From an optimization exercise on the open Yosys and OpenROAD flow, aimed at small area and a short achievable clock period; shortcuts taken in it are not production practice. Only simulation tests tie the RTL to the original design; equivalence was not proved.

<file path="flow/design.v">
package imem_pkg;
  typedef enum logic {
    IDLE = 1'b0,
    LOAD = 1'b1
  } ld_state_t;
  localparam logic [63:0] NOP_DEFAULT = '0;
endpackage
module imem_ram #(
  parameter int DATA_W = 16,
  parameter int DEPTH  = 256,
  parameter int AW     = 8
) (
  input  logic              clk,
  input  logic              we,
  input  logic              re,
  input  logic [AW-1:0]     addr,
  input  logic [DATA_W-1:0] wdata,
  output logic [DATA_W-1:0] rdata
);
  logic [DATA_W-1:0] mem [DEPTH];
  always_ff @(posedge clk) begin
    if (we) mem[addr] <= wdata;
    if (re) rdata <= mem[addr];
  end
endmodule
module prog_imem #(
  parameter int              ADDR_W   = 8,
  parameter int              DATA_W   = 16,
  parameter int              DEPTH    = 256,
  parameter logic [DATA_W-1:0] NOP_WORD = DATA_W'(imem_pkg::NOP_DEFAULT)
) (
  input  logic              clk,
  input  logic              rst,
  input  logic [ADDR_W-1:0] pc,
  input  logic              fetch,
  input  logic              stall,
  output logic [DATA_W-1:0] op,
  output logic              op_valid,
  output logic              op_err,
  input  logic              ld_start,
  input  logic [ADDR_W:0]   ld_len,
  input  logic              ld_valid,
  input  logic [DATA_W-1:0] ld_data,
  output logic              ld_busy,
  output logic              ld_done
);
  localparam int              RA_W    = (DEPTH > 1) ? $clog2(DEPTH) : 1;
  localparam logic [ADDR_W:0] DEPTH_L = (ADDR_W+1)'(DEPTH);
  localparam logic [ADDR_W:0] ONE     = (ADDR_W+1)'(1);
  imem_pkg::ld_state_t         state;
  logic [ADDR_W:0]   wr_ptr;
  logic [ADDR_W:0]   ld_last;
  logic [ADDR_W:0]   eff_len;
  logic              in_range;
  logic              op_nop;
  logic              wr_en;
  logic              rd_en;
  logic [RA_W-1:0]   ram_addr;
  logic [DATA_W-1:0] rd_data;
  assign eff_len  = (ld_len > DEPTH_L) ? DEPTH_L : ld_len;
  assign in_range = {1'b0, pc} < DEPTH_L;
  assign wr_en    = !rst && (state == imem_pkg::LOAD) && ld_valid;
  assign rd_en    = !rst && !stall && fetch && (state == imem_pkg::IDLE) && in_range;
  assign ram_addr = (state == imem_pkg::LOAD) ? wr_ptr[RA_W-1:0] : pc[RA_W-1:0];
  imem_ram #(
    .DATA_W (DATA_W),
    .DEPTH  (DEPTH),
    .AW     (RA_W)
  ) u_ram (
    .clk   (clk),
    .we    (wr_en),
    .re    (rd_en),
    .addr  (ram_addr),
    .wdata (ld_data),
    .rdata (rd_data)
  );
  always_ff @(posedge clk) begin
    if (rst) begin
      state   <= imem_pkg::IDLE;
      wr_ptr  <= '0;
      ld_last <= '0;
      ld_busy <= 1'b0;
      ld_done <= 1'b0;
    end else begin
      ld_done <= 1'b0;
      case (state)
        imem_pkg::IDLE: begin
          if (ld_start) begin
            if (eff_len == '0) begin
              ld_done <= 1'b1;
            end else begin
              state   <= imem_pkg::LOAD;
              ld_busy <= 1'b1;
              wr_ptr  <= '0;
              ld_last <= eff_len - ONE;
            end
          end
        end
        imem_pkg::LOAD: begin
          if (ld_valid) begin
            wr_ptr <= wr_ptr + ONE;
            if (wr_ptr == ld_last) begin
              state   <= imem_pkg::IDLE;
              ld_busy <= 1'b0;
              ld_done <= 1'b1;
            end
          end
        end
        default: begin
          state   <= imem_pkg::IDLE;
          ld_busy <= 1'b0;
        end
      endcase
    end
  end
  always_ff @(posedge clk) begin
    if (rst) begin
      op_nop   <= 1'b1;
      op_valid <= 1'b0;
      op_err   <= 1'b0;
    end else if (!stall) begin
      if (fetch && (state == imem_pkg::IDLE)) begin
        op_valid <= 1'b1;
        op_err   <= !in_range;
        op_nop   <= !in_range;
      end else begin
        op_valid <= 1'b0;
      end
    end
  end
  assign op = op_nop ? NOP_WORD : rd_data;
endmodule
</file>
<file path="flow/run.sh">
#!/bin/bash
# synth_recipe.tcl (not shown) runs the flow's synth.tcl, then flattens the netlist and writes it again
# the make line also repeats each setting of config.mk as NAME=value (left out here)
make -C /OpenROAD-flow-scripts/flow DESIGN_CONFIG=/design/flow/config.mk WORK_HOME=/design/flow/orfs CLKGATE_MAP_FILE= SYNTH_SCRIPT=/design/flow/synth_recipe.tcl finish
</file>
<file path="flow/config.mk">
export PLATFORM = sky130hd
export DESIGN_NAME = prog_imem
export DESIGN_NICKNAME = prog_imem
export VERILOG_FILES = /design/flow/design.v
export SDC_FILE = /design/flow/constraint.sdc
export NUM_CORES = 4
export LEC_CHECK = 0
export CAP_MARGIN = 20
export CORE_MARGIN = 2
export CORE_UTILIZATION = 40
export SLEW_MARGIN = 20
</file>
<file path="flow/constraint.sdc">
create_clock -name core_clock -period 5.5 [get_ports {clk}]
set_input_delay 1.1000 -clock core_clock [delete_from_list [all_inputs] [get_ports {clk}]]
set_output_delay 1.1000 -clock core_clock [all_outputs]
set_load 0.01 [all_outputs]
</file>
==> results.toml <==
[pwr]
clkPwrFrac_pct = 41.1
power_leakage_nw = 58.6
p_seq_share_pct = 51.7
ir_drop_mv = 0.273
p_per_area_nw_per_um2 = 367
p_sw_share_pct = 22.3
p_int_mw = 52.2
switchingPower_mw = 14.9
combPwrFrac_pct = 7.2
total_power_mw = 67.1

[synth]
synth-edff-count = 4112
synth_area_leader_cell = "edfxtp_1"
ys_seq_elements = 4135
synthFlopType = "edfxtp_1"
yosys.cell_types.count = 51
yosysWarningCount = 2
synth.top_cell.area_share_pct = 78.2
yosysSeqAreaShare_pct = 78.5
syn_area_um2 = 158000
avgSynthCellArea_um2 = 19.8
ys_async_sr_fraction_pct = 0
synth.most_common_cell = "edfxtp_1"
synth_cells = 7973
synth_common_cells = "edfxtp_1, mux2i_1, o22ai_1, mux4_2, nor2_1"
synthTopCellsByArea = "edfxtp_1, mux2i_1, mux4_2"
synth_fp_nets = 8014

[critical_path]
critPathTopFamily = "compound AO/OA/AOI/OAI gates"
critical_path_required_ns = 6.20
reg2regPathDepth = 10
arrival_ns = 5.80
r2r_slack_ns = 0.39
path_depth = 10
cp_num_buf_inv = 3
cp_slowest_cell = "dfxtp_1"
crit_start = "state"
r2r_end = "u_ram.rdata[2]"
crit_fanout = 52
endpoint = "u_ram.rdata[2]"
crit_type = "reg2reg"
path_cells = "mux2_8 > buf_12 > buf_12 > mux2i_1 > o22ai_1 > nor4_1 > o22ai_1 > o21ai_1 > buf_4 > nand4_1"
end_kind = "flop"
slowest_delay_ns = 0.80
start_kind = "flop"
regToRegStartpoint = "state"

[routing]
drtPass1Iterations = 7
viasPerCell = 5.85
finalWirelength_mm = 452
detail-route-antenna-nets = 0
drc_errors = 0
vias = 83400
drtIter0Drc = 11400
wire_per_inst_um = 31.7

[cells_and_area]
final_cell_area_um2 = 183000
post-route-util_pct = 46.6
layout-drive-gt1-share_pct = 20.7
syn_to_final_growth_pct = 15.9
finalNetCount = 8716

[floorplan]
io_pins = 59
initial_core_util_pct = 40.2
fp.dieW_um = 632
die-area_um2 = 400000
fp-row-count = 230
die_h_um = 632
coreArea_um2 = 393000

[clock_tree]
htreeDepth = 5
cts-root-buf = "clkbuf_16"
cts_buffers = 407
clk_pin_slew_ns = 0.06
cts_tree = "built"
clock_latency_ns = 0.99
ctsLongestPathBuffers = 4
cts_setup_buffers = 0
cts_sinks = 4135

[placed_design]
dp_hpwl_mm = 272
place_area_um2 = 170000
numPortBuffers = 57
place.gp.congestion = 0.855
place_ws_ns = -0.429

[sta]
layout_setup_ws_ns = 0.395
finalHoldViolCount = 0
worst_pin_slew_ns = 1.15
final-setup-viol-count = 0
fmax_ghz = 0.196
relSlewSlack_pct = 23.1
fin_crit_sh_pct = 92.8
rsz0062_at_grt = "false"
period_minus_slack_ns = 5.11
fin_worst_skew_ns = 0.0808
slew_viol_final = 0

[worst_hold_path]
hold_path_class = "reg2reg"

[global_routing]
grt_pass1_wl_mm = 628
antenna_found_initial = 31
grt_use_total_pct = 22.1
grt_pass1_vias = 81700
grt-ovfl-total = 0
grt_max_degree = 161

[outcome]
outcome = "finished clean"

[run]
cap_violations = 0
[cells by family (layout without fill, tap and decap cells)]
logic type | Yosys count | count (layout) | synth area share, %
and+or+nand+nor | 717 | 717 | 2.06
adders and majority gates | 2 | 2 | 0.0159
AOI/OAI and AO/OA | 1019 | 1019 | 4.11
xor gates and xnor gates | 19 | 19 | 0.105
DFF | 4135 | 4135 | 78.5
other | 1 | 14 | 0.00238
buffers and inverters | 488 | 1529 | 1.43
muxes | 1592 | 1592 | 13.7
[routing by layer]
metal	wire length [um]	vias to the layer above	track usage [%]
met1	183000	44300	30.8
li1	-	34400	-
met5	93	-	0
met3	41600	695	4.44
met2	211000	3999	34.9
met4	16600	14	7.32
[per-stage QoR]
step / std cells / setup TNS (ns) / hold WS (ns)
4_1_cts: 14200 / 0 / 0.474
2_1_floorplan: 7973 / 0 / 0.445
6_report: 14200 / 0 / 0.473
5_1_grt: 14200 / 0 / 0.505
3_3_place_gp: 13500 / -0.983 / 0.448
3_5_place_dp: 13500 / -1.21 / 0.452
[area by class of cell]
class	instances	area, um^2
fillers	32500	210000
flip-flops and latches	4135	124000
multi-input cells	3350	32000
clock buffers	489	10600
repair buffers	777	7330
well taps	5220	6530
clock inverters	259	2580
diodes	13	32.5
inverters	4	15.0
[layout by cell type (no fill, tap or decap), drive strengths merged, types with 40 or more instances in the layout]
cell              n
a21oi           148
a22oi           125
o21ai            47
a41oi            40
o22ai           620
clkbuf          489
nor2            285
nor4            139
mux4            460
bufinv           43
clkdlybuf4s50    41
mux2i          1130
buf             736
edfxtp         4112
clkinv          186
nand2           207
[worst min-delay path by stage]
stage | cells past startpoint | slack, ns | startpoint | end
2_1_floorplan | 2 | 0.45 | ld_last[4] | ld_last[4]
3_3_place_gp | 2 | 0.45 | op_valid | op_valid
3_5_place_dp | 2 | 0.45 | op_valid | op_valid
4_1_cts | 2 | 0.47 | op_valid | op_valid
5_1_grt | 1 | 0.50 | ld_data[15] | u_ram.mem[180][15]
6_report | 2 | 0.47 | op_valid | op_valid
[power groups by stage]
stage | logic [mW] | registers, mW | clock network [mW]
global route | 5.03 | 34.7 | 29.1
finish | 4.83 | 34.7 | 27.6
detailed placement | 4.82 | 35.4 | 0
floorplan | 2.54 | 35.3 | 0
global placement | 4.75 | 35.4 | 0
CTS | 4.83 | 34.7 | 27.9
[state kept, by name, summed over array words and instances (netlist names)]
name / flops
u_ram.mem: 4096
ld_done: 1
op_valid: 1
ld_last: 9
op_nop: 1
state: 1
ld_busy: 1
wr_ptr: 9
u_ram.rdata: 16
[what timing repair did]
action | 4_1_cts | 5_1_grt
resized for setup | 0 | 1
hold buffers | 0 | 0
endpoints found under the hold margin | 0 | 0
setup endpoints to repair | 0 | 1
[tightest hold or removal path, delay by kind of cell (launching register included)]
family,cells,cell delay [ns]
simple gates,1,0.06
compound gates,1,0.06
flops,1,0.31

==> afterwards: timing with drivers on the ports <==
The flow's constraints put no driver on any port. The routed layout listed below was extracted and timed again, unchanged, in two steps.
Step 1 (the two cells are an assumption about what drives the block):
set clk [get_ports {clk}]
set_driving_cell -lib_cell sky130_fd_sc_hd__clkbuf_16 $clk
set_driving_cell -lib_cell sky130_fd_sc_hd__buf_2 [delete_from_list [all_inputs] $clk]
Step 2 moves the port delays by t, midway between the first and last clock arrival at a register: inputs arrive t later, outputs are due t later. That takes back most of the time a late clock gives input paths.
Three values: no drivers, after step 1, after step 2; two values: the first two.
t (ns): 1.046
slack for setup (ns): 0.395 / 0.395 / -0.326
worst setup path at the end: input to register
Met with ideal ports but missed after step 2: setup timing in this run. The setup slack of this run moves by 0.000 ns with the drivers and by -0.721 ns with both steps.
